This is an optimization exercise on Yosys and OpenROAD, whose aim is small area, a short achievable clock period and few clock cycles per item, not a production implementation.
At most, simulation tests tie the RTL to the original design; equivalence was not proved.
No activity file was given, so power comes from the tool's default toggle rates.

// vliwExecCore
module vliwExecCore #(
	parameter int BUNDLE_DEPTH = 4,
	parameter int COMMIT_CREDITS = 2
) (
	input wire logic clock_i,
	input wire logic reset_i,
	input wire logic bundleValid_i,
	input wire busPkg::bundle_t bundle_i,
	output wire logic bundleCredit_o,
	input wire logic commitCredit_i,
	output wire logic commitValid_o,
	output wire busPkg::commit_t commit_o
);
export LEC_CHECK = 0
export CAP_MARGIN = 20
export CORE_MARGIN = 2
export CORE_UTILIZATION = 50
export CTS_BUF_LIST = sky130_fd_sc_hd__clkbuf_4 sky130_fd_sc_hd__clkbuf_8
export SETUP_SLACK_MARGIN = 1.2
export SLEW_MARGIN = 20
create_clock -name core_clock -period 4.0 [get_ports {clock_i}]
standard.sh (not shown) runs the stock make flow with config.mk's settings and CLKGATE_MAP_FILE= SYNTH_SCRIPT=/design/flow/synth_recipe.tcl, a recipe that flattens the netlist after the stock synthesis.
==> flow/flow/run.sh <==
#!/bin/bash
# Standard ORFS layout (the standard.sh, synthesis unchanged), with plain
# buffers on the ports instead of the default delay-cell buffers, plus the
# settings in flow/extra.env. Each tool's full output goes to its own log
# here; ORFS's per-step logs are under orfs/logs/.
set -euo pipefail
export BUFFER_PORTS_ARGS="-buffer_cell sky130_fd_sc_hd__buf_1"
if [[ -f flow/extra.env ]]; then
  set -a
  source flow/extra.env
  set +a
fi
bash standard.sh synth > synth.log 2>&1
bash standard.sh finish > layout.log 2>&1
Testbench counts at the start, summed over its fixed seeds: cycles 4,247, items 3,200.
Rerun with:
--- a/flow/config.mk
+++ b/flow/config.mk
@@ -9,3 +9,3 @@
 export CORE_MARGIN = 2
-export CORE_UTILIZATION = 50
+export CORE_UTILIZATION = 40
 export CTS_BUF_LIST = sky130_fd_sc_hd__clkbuf_4 sky130_fd_sc_hd__clkbuf_8
Result: Clock-buffer cell count does not change; via count went down by 0.53%; clock power hardly moves; worst setup slack gains 0.078 ns; final area shrinks by 1.2%; hold slack loses 0.0041 ns.
Rerun with:
--- a/flow/config.mk
+++ b/flow/config.mk
@@ -11,3 +11,3 @@
 export CTS_BUF_LIST = sky130_fd_sc_hd__clkbuf_4 sky130_fd_sc_hd__clkbuf_8
-export SETUP_SLACK_MARGIN = 1.2
+export SETUP_SLACK_MARGIN = 1.0
 export SLEW_MARGIN = 20
The changed run went through all stages and came out clean.
Non-clock buffer count decreases by 27.
Via count decreases by 2.3%.
Global-route usage decreases by 0.78 points.
Fmax decreases by 4.5%.
Critical path depth is unchanged.

========
Setup of job 9599:
Another version of the RTL of vliwExecCore (not shown whole).
export LEC_CHECK = 0
export CAP_MARGIN = 20
export CORE_MARGIN = 2
export CORE_UTILIZATION = 40
export SETUP_SLACK_MARGIN = 1.2
export SLEW_MARGIN = 20
create_clock -name core_clock -period 4.0 [get_ports {clock_i}]
==> flow/flow/extra.env <==
RECOVER_POWER=100
Scripts as last shown in full above: flow/flow/run.sh
Job 9599 finished all stages; however, its layout fails the closing checks, the failures being capacitance limit, slew limit.
Testbench counts of job 9599, summed over its fixed seeds: cycles 4,247, items 3,200.
What job 6506 does differently from job 9599 at the input level:
==> flow/run.sh (new file) <==
#!/bin/bash
# synth_recipe.tcl (not shown) runs the flow's synth.tcl, then flattens the netlist and writes it again
# the make line also repeats each setting of config.mk as NAME=value (left out here)
make -C /OpenROAD-flow-scripts/flow DESIGN_CONFIG=/design/flow/config.mk WORK_HOME=/design/flow/orfs CLKGATE_MAP_FILE= SYNTH_SCRIPT=/design/flow/synth_recipe.tcl finish
removed: flow/flow/run.sh
removed: flow/flow/extra.env
removed: flow/standard.sh
### Flow results
Job 6506: PASS, flow complete, no timing, DRC or antenna violations. met3 wirelength from detailed routing in job 6506 is about 1.8% higher than in job 9599. Job 6506 against job 9599: fraction of met2 tracks used by global routing climbed 2.1 points; average footprint of a synthesized cell held; cell count higher; top achievable clock speed grew by 15%.
--- input diff job 6506..job 1424 ---
==> flow/flow/run.sh (new file) <==
#!/bin/bash
# Standard ORFS layout (the standard.sh, synthesis unchanged), with plain
# buffers on the ports instead of the default delay-cell buffers, plus the
# settings in flow/extra.env. Each tool's full output goes to its own log
# here; ORFS's per-step logs are under orfs/logs/.
set -euo pipefail
export BUFFER_PORTS_ARGS="-buffer_cell sky130_fd_sc_hd__buf_1"
if [[ -f flow/extra.env ]]; then
  set -a
  source flow/extra.env
  set +a
fi
bash standard.sh synth > synth.log 2>&1
bash standard.sh finish > layout.log 2>&1
==> flow/standard.sh (new file) <==
#!/bin/bash
# synth_recipe.tcl (not shown) runs the flow's synth.tcl, then flattens the netlist and writes it again
# the make line also repeats each setting of config.mk as NAME=value (left out here)
make -C /OpenROAD-flow-scripts/flow DESIGN_CONFIG=/design/flow/config.mk WORK_HOME=/design/flow/orfs CLKGATE_MAP_FILE= SYNTH_SCRIPT=/design/flow/synth_recipe.tcl "${@:-finish}"
diff --git a/flow/config.mk b/flow/config.mk
--- a/flow/config.mk
+++ b/flow/config.mk
@@ -8,5 +8,5 @@
 export CAP_MARGIN = 20
 export CORE_MARGIN = 2
-export CORE_UTILIZATION = 40
+export CORE_UTILIZATION = 70
 export SETUP_SLACK_MARGIN = 1.2
 export SLEW_MARGIN = 20
removed: flow/run.sh
==> results.txt <==
Across both runs, wire length was higher for job 1424 than for job 6506.
Looking at post-placement setup slack, job 1424 sits 170 ps higher than job 6506 does.
Detailed-routed wire length on met3 (job 1424 / job 6506): 3.2
Summary — layout overhead on the synthesized area, job 1424 relative to job 6506: lower, by 11 points.
Job 6506 consumes less power than job 1424.
#### Input delta (job 7099 over job 1424)
diff --git a/flow/config.mk b/flow/config.mk
--- a/flow/config.mk
+++ b/flow/config.mk
@@ -8,5 +8,5 @@
 export CAP_MARGIN = 20
 export CORE_MARGIN = 2
-export CORE_UTILIZATION = 70
-export SETUP_SLACK_MARGIN = 1.2
+export CORE_UTILIZATION = 40
+export SETUP_SLACK_MARGIN = 2.0
 export SLEW_MARGIN = 20
Results
Delta(post-cts gate resize count, job 7099 - job 1424) > 0
Fraction of power consumed by combinational cells (job 7099 over job 1424): increase, 3.6 points
Compared job 7099 vs job 1424, and register-to-register slack is up in job 7099.
Compared with job 1424, in job 7099 cell area +about 10%; first-pass GRT wire length -7.1%; detailed-route wire length -11000 um; multi-input combinational cell area +6.1%; combined flip-flop and latch cell area ~0 delta.

========
RTL: one of the versions met above, not the one the previous note started from.
Size in the first run: roughly 1200 cells after synthesis.
Settings: LEC_CHECK=0, CAP_MARGIN=20, CORE_MARGIN=2, CORE_UTILIZATION=40, CTS_BUF_LIST=sky130_fd_sc_hd__clkbuf_4 sky130_fd_sc_hd__clkbuf_8, CTS_CLUSTER_DIAMETER=100, CTS_CLUSTER_SIZE=40, SETUP_SLACK_MARGIN=1.2, SLEW_MARGIN=20; clock period 4.0 ns.
==> flow/flow/run.sh <==
#!/bin/bash
# Standard ORFS layout (the standard.sh, synthesis unchanged), with plain
# buffers on the ports instead of the default delay-cell buffers, plus the
# settings in flow/extra.env. Each tool's full output goes to its own log
# here; ORFS's per-step logs are under orfs/logs/.
set -euo pipefail
export BUFFER_PORTS_ARGS="-buffer_cell sky130_fd_sc_hd__buf_1"
if [[ -f flow/extra.env ]]; then
  set -a
  source flow/extra.env
  set +a
fi
bash standard.sh synth > synth.log 2>&1
bash standard.sh finish > layout.log 2>&1
The baseline finished clean.
Testbench counts at the start, summed over its fixed seeds: cycles 4,247, items 3,200.
==> next run, changes <==
CTS_CLUSTER_DIAMETER = unset   (was 100)
CTS_CLUSTER_SIZE = unset   (was 40)
SETUP_SLACK_MARGIN = 1.4   (was 1.2)
=> Total power rises by 5.6%. Cell count rises by 3.3%. Utilization rises by 4.5 points. Final area rises by 9.2%. Flip-flop and latch count is unchanged. Count of clock-buffer cells in the layout stays the same. Worst setup slack improves by 0.023 ns. Clock power rises by about 6%. Die area is unchanged. Wire length rises by 2.4%.
==> next run, changes <==
SETUP_SLACK_MARGIN = 0.8   (was 1.4)
What happened: Clock power goes down by roughly a tenth; sequential power goes up by a few percent; setup slack degrades by 0.29 ns; fmax goes down by roughly a tenth; routed wire length goes down by a few percent; global-route usage goes down by 0.68 points; sequential share of layout area goes up by 5.6 points.
==> next run, changes <==
GPL_ROUTABILITY_DRIVEN = 0   (was unset)
SETUP_SLACK_MARGIN = 1.2   (was 0.8)
Combinational power came out higher by 21%.
Wire length rose by 7.7%.
Die area stays the same.
Non-clock buffer count increases by 67.
Global-route usage rises by 0.83 points.
Sequential power hardly moves.
First-iteration DRC count grows by 11%.
Hold slack barely changes.
Clock skew stays flat.
Final area grows by 10%.
Fmax increases by 7.1%.
==> next run, changes <==
CAP_MARGIN = 10   (was 20)
GPL_ROUTABILITY_DRIVEN = unset   (was 0)
SLEW_MARGIN = 10   (was 20)
Effect: Routed wire length went down by about 2.8%; final cell count goes down by 2.1%; combinational power falls by about 7%.

========
vliwExecCore, a different RTL version from the one above (not shown whole).
Size: roughly 200 flip-flops, roughly 140 I/O pins, ~12000 um^2 of cells after synthesis.
Settings: LEC_CHECK=0, CAP_MARGIN=20, CORE_MARGIN=2, CORE_UTILIZATION=40, CTS_BUF_LIST=sky130_fd_sc_hd__clkbuf_4 sky130_fd_sc_hd__clkbuf_8, SETUP_SLACK_MARGIN=0.8, SLEW_MARGIN=20; clock period 4.0 ns.
Scripts as last shown in full above: flow/flow/run.sh
==> next run, changes <==
SETUP_SLACK_MARGIN = 1.0   (was 0.8)
Effect:
- maximum frequency goes up slightly
- cell count grows slightly
- first-iteration DRC count goes up by a quarter to a third
- clock power went up by a few percent
- routed wire length hardly moves
- setup slack is better by 0.046 ns
- cell area grows by a few percent
- global-route usage hardly moves
- power rises by a few percent
- count of clock-buffer cells in the layout climbs by 2
- sequential power is about the same
Function was not checked in any run of this note: the RTL went through the layout flow alone.

========
The RTL this note starts from:
==> flow/design.v <==
`default_nettype none
package isaPkg;
	localparam int DATA_W = 16;
	localparam int REG_ADDR_W = 5;
	localparam int OPCODE_W = 7;
	typedef enum logic [OPCODE_W-1:0] {
		OP_ADD = 7'd1,
		OP_SUB = 7'd2,
		OP_AND = 7'd3,
		OP_OR  = 7'd4,
		OP_XOR = 7'd5,
		OP_SHL = 7'd6,
		OP_SHR = 7'd7,
		OP_MOV = 7'd8
	} opcode_e;
	typedef logic [DATA_W-1:0] data_t;
	typedef logic [REG_ADDR_W-1:0] regAddr_t;
	typedef struct packed {
		logic overflow;
		logic underflow;
	} status_t;
endpackage
`default_nettype wire
`default_nettype none
package busPkg;
	localparam int BUNDLE_W = 90;
	localparam int COMMIT_W = 48;
	localparam int SLOT_W = 46;
	typedef struct packed {
		logic isWb;
		logic [7-1:0] opcode;
		logic [4:0] wbAddr;
		logic [15:0] pOperand;
		logic [15:0] sOperand;
	} laneOp_t;
	typedef struct packed {
		laneOp_t laneA;
		laneOp_t laneB;
	} bundle_t;
	typedef struct packed {
		logic [1:0] code;
		logic [4:0] wbAddr;
		logic [15:0] wbData;
	} slotHalf_t;
	typedef struct packed {
		slotHalf_t laneA;
		slotHalf_t laneB;
	} slot_t;
	typedef struct packed {
		logic wbValid;
		logic [4:0] wbAddr;
		logic [15:0] wbData;
		logic [1:0] status;
	} commitHalf_t;
	typedef struct packed {
		commitHalf_t laneA;
		commitHalf_t laneB;
	} commit_t;
endpackage
`default_nettype wire
`default_nettype none
module creditFifo #(
	parameter int DEPTH = 4,
	parameter int WIDTH = 1
) (
	input wire logic clock_i,
	input wire logic reset_i,
	input wire logic push_i,
	input wire logic [WIDTH-1:0] item_i,
	input wire logic pop_i,
	output logic [WIDTH-1:0] item_o
);
	localparam int PTR_W = (DEPTH > 1) ? $clog2(DEPTH) : 1;
	logic [WIDTH-1:0] mem [DEPTH];
	logic [PTR_W-1:0] wrPtr;
	logic [DEPTH-1:0] rdHot;
	always_ff @(posedge clock_i)
	begin
		if (push_i)
		begin
			mem[wrPtr] <= item_i;
		end
	end
	always_comb
	begin
		item_o = '0;
		for (int k = 0; k < DEPTH; k++)
		begin
			item_o = item_o | (mem[k] & {WIDTH{rdHot[k]}});
		end
	end
	always_ff @(posedge clock_i)
	begin
		if (reset_i)
		begin
			wrPtr <= '0;
			rdHot <= DEPTH'(1);
		end
		else
		begin
			if (push_i)
			begin
				wrPtr <= (wrPtr == PTR_W'(DEPTH - 1)) ? '0 : wrPtr + 1'b1;
			end
			if (pop_i)
			begin
				rdHot <= {rdHot[DEPTH-2:0], rdHot[DEPTH-1]};
			end
		end
	end
endmodule
`default_nettype wire
`default_nettype none
module arithLane (
	input wire busPkg::laneOp_t op_i,
	input wire logic kill_i,
	output logic wbValid_o,
	output busPkg::slotHalf_t half_o
);
	logic [15:0] p;
	logic [15:0] s;
	logic isAdd, isSub, isAnd, isOr, isXor, isShl, isShr, isMov;
	logic legalOp;
	logic keep;
	logic [15:0] sx;
	logic [16:0] sumWide;
	logic [15:0] shOut;
	logic [15:0] shRev;
	assign p = op_i.pOperand;
	assign s = op_i.sOperand;
	assign isAdd = op_i.opcode == 7'd1;
	assign isSub = op_i.opcode == 7'd2;
	assign isAnd = op_i.opcode == 7'd3;
	assign isOr = op_i.opcode == 7'd4;
	assign isXor = op_i.opcode == 7'd5;
	assign isShl = op_i.opcode == 7'd6;
	assign isShr = op_i.opcode == 7'd7;
	assign isMov = op_i.opcode == 7'd8;
	assign legalOp = (op_i.opcode != 7'd0) && (op_i.opcode <= 7'd8);
	assign wbValid_o = op_i.isWb && legalOp;
	assign keep = wbValid_o && !kill_i;
	assign sx = op_i.opcode[1] ? ~s : s;
	always_comb
	begin
		logic [16:0] g;
		logic [16:0] t;
		g = {p & sx & {16{!op_i.opcode[2]}}, op_i.opcode[1] & !op_i.opcode[2]};
		t = {p ^ sx, 1'b0};
		for (int l = 0; l < 5; l++)
		begin
			for (int i = 16; i >= 0; i--)
			begin
				if (((i >> l) & 1) == 1)
				begin
					g[i] = g[i] | (t[i] & g[((i >> l) << l) - 1]);
					t[i] = t[i] & t[((i >> l) << l) - 1];
				end
			end
		end
		sumWide = {g[16], p ^ sx ^ g[15:0]};
	end
	always_comb
	begin
		logic [15:0] r;
		for (int i = 0; i < 16; i++)
		begin
			r[i] = op_i.opcode[0] ? p[i] : p[15-i];
		end
		r = s[3] ? {8'd0, r[15:8]} : r;
		r = s[2] ? {4'd0, r[15:4]} : r;
		r = s[1] ? {2'd0, r[15:2]} : r;
		r = s[0] ? {1'd0, r[15:1]} : r;
		shOut = r;
		for (int i = 0; i < 16; i++)
		begin
			shRev[i] = r[15-i];
		end
	end
	assign half_o.wbAddr = keep ? op_i.wbAddr : 5'd0;
	assign half_o.wbData = ({16{keep && (isAdd || isSub || isXor)}} & sumWide[15:0])
		| ({16{keep && isAnd}} & (p & s))
		| ({16{keep && isOr}} & (p | s))
		| ({16{keep && isMov}} & s)
		| ({16{keep && isShl}} & shRev)
		| ({16{keep && isShr}} & shOut);
	assign half_o.code[1] = keep && (isAdd || isSub) && (sumWide[16] ^ op_i.opcode[1]);
	assign half_o.code[0] = keep && !(isAdd && sumWide[16]);
endmodule
`default_nettype wire
`default_nettype none
module commitMerge (
	input wire busPkg::bundle_t bundle_i,
	output busPkg::slot_t slot_o
);
	logic wbA;
	logic wbB;
	logic sameDest;
	assign sameDest = wbA && wbB && (bundle_i.laneA.wbAddr == bundle_i.laneB.wbAddr);
	arithLane laneA (
		.op_i(bundle_i.laneA),
		.kill_i(sameDest),
		.wbValid_o(wbA),
		.half_o(slot_o.laneA)
	);
	arithLane laneB (
		.op_i(bundle_i.laneB),
		.kill_i(1'b0),
		.wbValid_o(wbB),
		.half_o(slot_o.laneB)
	);
endmodule
`default_nettype wire
`default_nettype none
module vliwExecCore #(
	parameter int BUNDLE_DEPTH = 4,
	parameter int COMMIT_CREDITS = 2
) (
	input wire logic clock_i,
	input wire logic reset_i,
	input wire logic bundleValid_i,
	input wire busPkg::bundle_t bundle_i,
	output wire logic bundleCredit_o,
	input wire logic commitCredit_i,
	output wire logic commitValid_o,
	output wire busPkg::commit_t commit_o
);
	localparam int CNT_W = $clog2(BUNDLE_DEPTH + 1);
	localparam int CREDIT_W = $clog2(COMMIT_CREDITS + 1);
	busPkg::slot_t newSlot;
	busPkg::slot_t headSlot;
	logic [CNT_W-1:0] count;
	logic [CNT_W-1:0] countNext;
	logic [CREDIT_W-1:0] credits;
	logic [CREDIT_W-1:0] creditsAvail;
	logic commitValid;
	logic commitNext;
	logic bundleCredit;
	commitMerge merger (
		.bundle_i(bundle_i),
		.slot_o(newSlot)
	);
	creditFifo #(
		.DEPTH(BUNDLE_DEPTH),
		.WIDTH(busPkg::SLOT_W)
	) recordQueue (
		.clock_i(clock_i),
		.reset_i(reset_i),
		.push_i(bundleValid_i),
		.item_i(newSlot),
		.pop_i(commitValid),
		.item_o(headSlot)
	);
	assign countNext = count - CNT_W'(commitValid) + CNT_W'(bundleValid_i);
	assign creditsAvail = credits + CREDIT_W'(commitCredit_i);
	assign commitNext = (creditsAvail != '0) && (countNext != '0);
	always_ff @(posedge clock_i)
	begin
		if (reset_i)
		begin
			count <= '0;
			credits <= CREDIT_W'(COMMIT_CREDITS);
			commitValid <= 1'b0;
			bundleCredit <= 1'b0;
		end
		else
		begin
			count <= countNext;
			credits <= creditsAvail - CREDIT_W'(commitNext);
			commitValid <= commitNext;
			bundleCredit <= commitNext;
		end
	end
	assign commitValid_o = commitValid;
	assign bundleCredit_o = bundleCredit;
	assign commit_o.laneA.wbValid = |headSlot.laneA.code;
	assign commit_o.laneA.wbAddr = headSlot.laneA.wbAddr;
	assign commit_o.laneA.wbData = headSlot.laneA.wbData;
	assign commit_o.laneA.status = {headSlot.laneA.code[1] & ~headSlot.laneA.code[0],
		headSlot.laneA.code[1] & headSlot.laneA.code[0]};
	assign commit_o.laneB.wbValid = |headSlot.laneB.code;
	assign commit_o.laneB.wbAddr = headSlot.laneB.wbAddr;
	assign commit_o.laneB.wbData = headSlot.laneB.wbData;
	assign commit_o.laneB.status = {headSlot.laneB.code[1] & ~headSlot.laneB.code[0],
		headSlot.laneB.code[1] & headSlot.laneB.code[0]};
endmodule
`default_nettype wire
export LEC_CHECK = 0
export CAP_MARGIN = 20
export CORE_MARGIN = 2
export CORE_UTILIZATION = 40
export CTS_BUF_LIST = sky130_fd_sc_hd__clkbuf_4 sky130_fd_sc_hd__clkbuf_8
export PLACE_DENSITY = 0.75
export SETUP_SLACK_MARGIN = 0.8
export SLEW_MARGIN = 20
create_clock -name core_clock -period 4.0 [get_ports {clock_i}]
Scripts as last shown in full above: flow/flow/run.sh
Testbench counts at the start, summed over its fixed seeds: cycles 4,247, items 3,200.
Next try:
--- a/flow/config.mk
+++ b/flow/config.mk
@@ -8,7 +8,6 @@
 export CAP_MARGIN = 20
 export CORE_MARGIN = 2
-export CORE_UTILIZATION = 40
-export CTS_BUF_LIST = sky130_fd_sc_hd__clkbuf_4 sky130_fd_sc_hd__clkbuf_8
-export PLACE_DENSITY = 0.75
-export SETUP_SLACK_MARGIN = 0.8
+export CORE_UTILIZATION = 50
+export CTS_BUF_LIST = sky130_fd_sc_hd__clkbuf_4 sky130_fd_sc_hd__clkbuf_8 sky130_fd_sc_hd__clkbuf_16
+export SETUP_SLACK_MARGIN = 0.6
 export SLEW_MARGIN = 20
Effect: Total power came out higher by about 2.8%. Synthesized area does not change. Via count went down by about 2.7%. Hold slack barely changes. Maximum frequency fell by 4.1%. Global-route usage goes up by 4.2 points. Sequential power is about the same. Setup slack got worse by 0.14 ns.
Next try:
--- a/flow/config.mk
+++ b/flow/config.mk
@@ -8,6 +8,6 @@
 export CAP_MARGIN = 20
 export CORE_MARGIN = 2
-export CORE_UTILIZATION = 50
-export CTS_BUF_LIST = sky130_fd_sc_hd__clkbuf_4 sky130_fd_sc_hd__clkbuf_8 sky130_fd_sc_hd__clkbuf_16
-export SETUP_SLACK_MARGIN = 0.6
+export CORE_UTILIZATION = 40
+export CTS_BUF_LIST = sky130_fd_sc_hd__clkbuf_4 sky130_fd_sc_hd__clkbuf_8
+export SETUP_SLACK_MARGIN = 0.8
 export SLEW_MARGIN = 20
Effect:
- wire length increases by 5.1%
- power fell by 4.4%
- sequential cell count is unchanged
- global-route usage shrinks by 4.2 points
- critical path depth decreases by 1
- die area grows by 24%
- area after synthesis is unchanged
- worst hold slack loses 0.0037 ns
- core utilization went down by 12 points
- register-to-register slack got worse by 0.03 ns
- cell area climbs by 0.61%

[what the ideal ports hide]
The results above use ideal ports. As a check the final layouts listed here were re-extracted and re-timed, cells and wires unchanged.
Step 1 sets driving cells, clkbuf_16 on the clock port and buf_2 on the other inputs (assumed; they add their load-dependent delay and slew).
Step 2, shift: input delay + t, output delay - t, t = (earliest + latest rising clock arrival at the registers) / 2. This alone moves slack from input paths to output paths.
Three values: ideal, step 1, step 2; two values: the first two.
| run | t, ns | setup WS [ns] | worst slew at a driven data input, ns |
|---|---|---|---|
| the first run of note 1 | 0.496 | 1.087 / 1.095 / 0.599 | 0.06 |
| the second run of note 1 | 0.481 | 1.165 / 1.156 / 0.674 | 0.08 |
| the third run of note 1 | 0.482 | 1.033 / 1.052 / 0.570 | 0.05 |
| job 9599 | 0.464 | 0.527 / 0.463 / -0.001 | 0.11 |
| job 6506 | 0.463 | 0.967 / 0.854 / 0.391 | 0.18 |
| job 1424 | 0.476 | 0.723 / 0.718 / 0.242 | 0.12 |
| job 7099 | 0.469 | 0.979 / 0.982 / 0.513 | 0.10 |
| the first run of note 3 | 0.481 | 1.165 / 1.156 / 0.674 | 0.08 |
| the second run of note 3 | 0.502 | 1.188 / 1.194 / 0.692 | 0.06 |
| the third run of note 3 | 0.488 | 0.894 / 0.899 / 0.426 | 0.04 |
| the fourth run of note 3 | 0.478 | 1.099 / 1.099 / 0.621 | 0.08 |
| the fifth run of note 3 | 0.481 | 1.165 / 1.156 / 0.674 | 0.08 |
| the first run of note 4 | 0.481 | 0.813 / 0.800 / 0.319 | 0.07 |
| the second run of note 4 | 0.493 | 0.859 / 0.860 / 0.367 | 0.06 |
| the first run of note 5 | 0.489 | 0.705 / 0.703 / 0.213 | 0.06 |
| the second run of note 5 | 0.454 | 0.565 / 0.556 / 0.102 | 0.07 |
| the third run of note 5 | 0.493 | 0.769 / 0.763 / 0.270 | 0.07 |
For job 6506, which loses most, drivers alone change the setup slack by -0.113 ns; drivers and shift together by -0.576 ns.
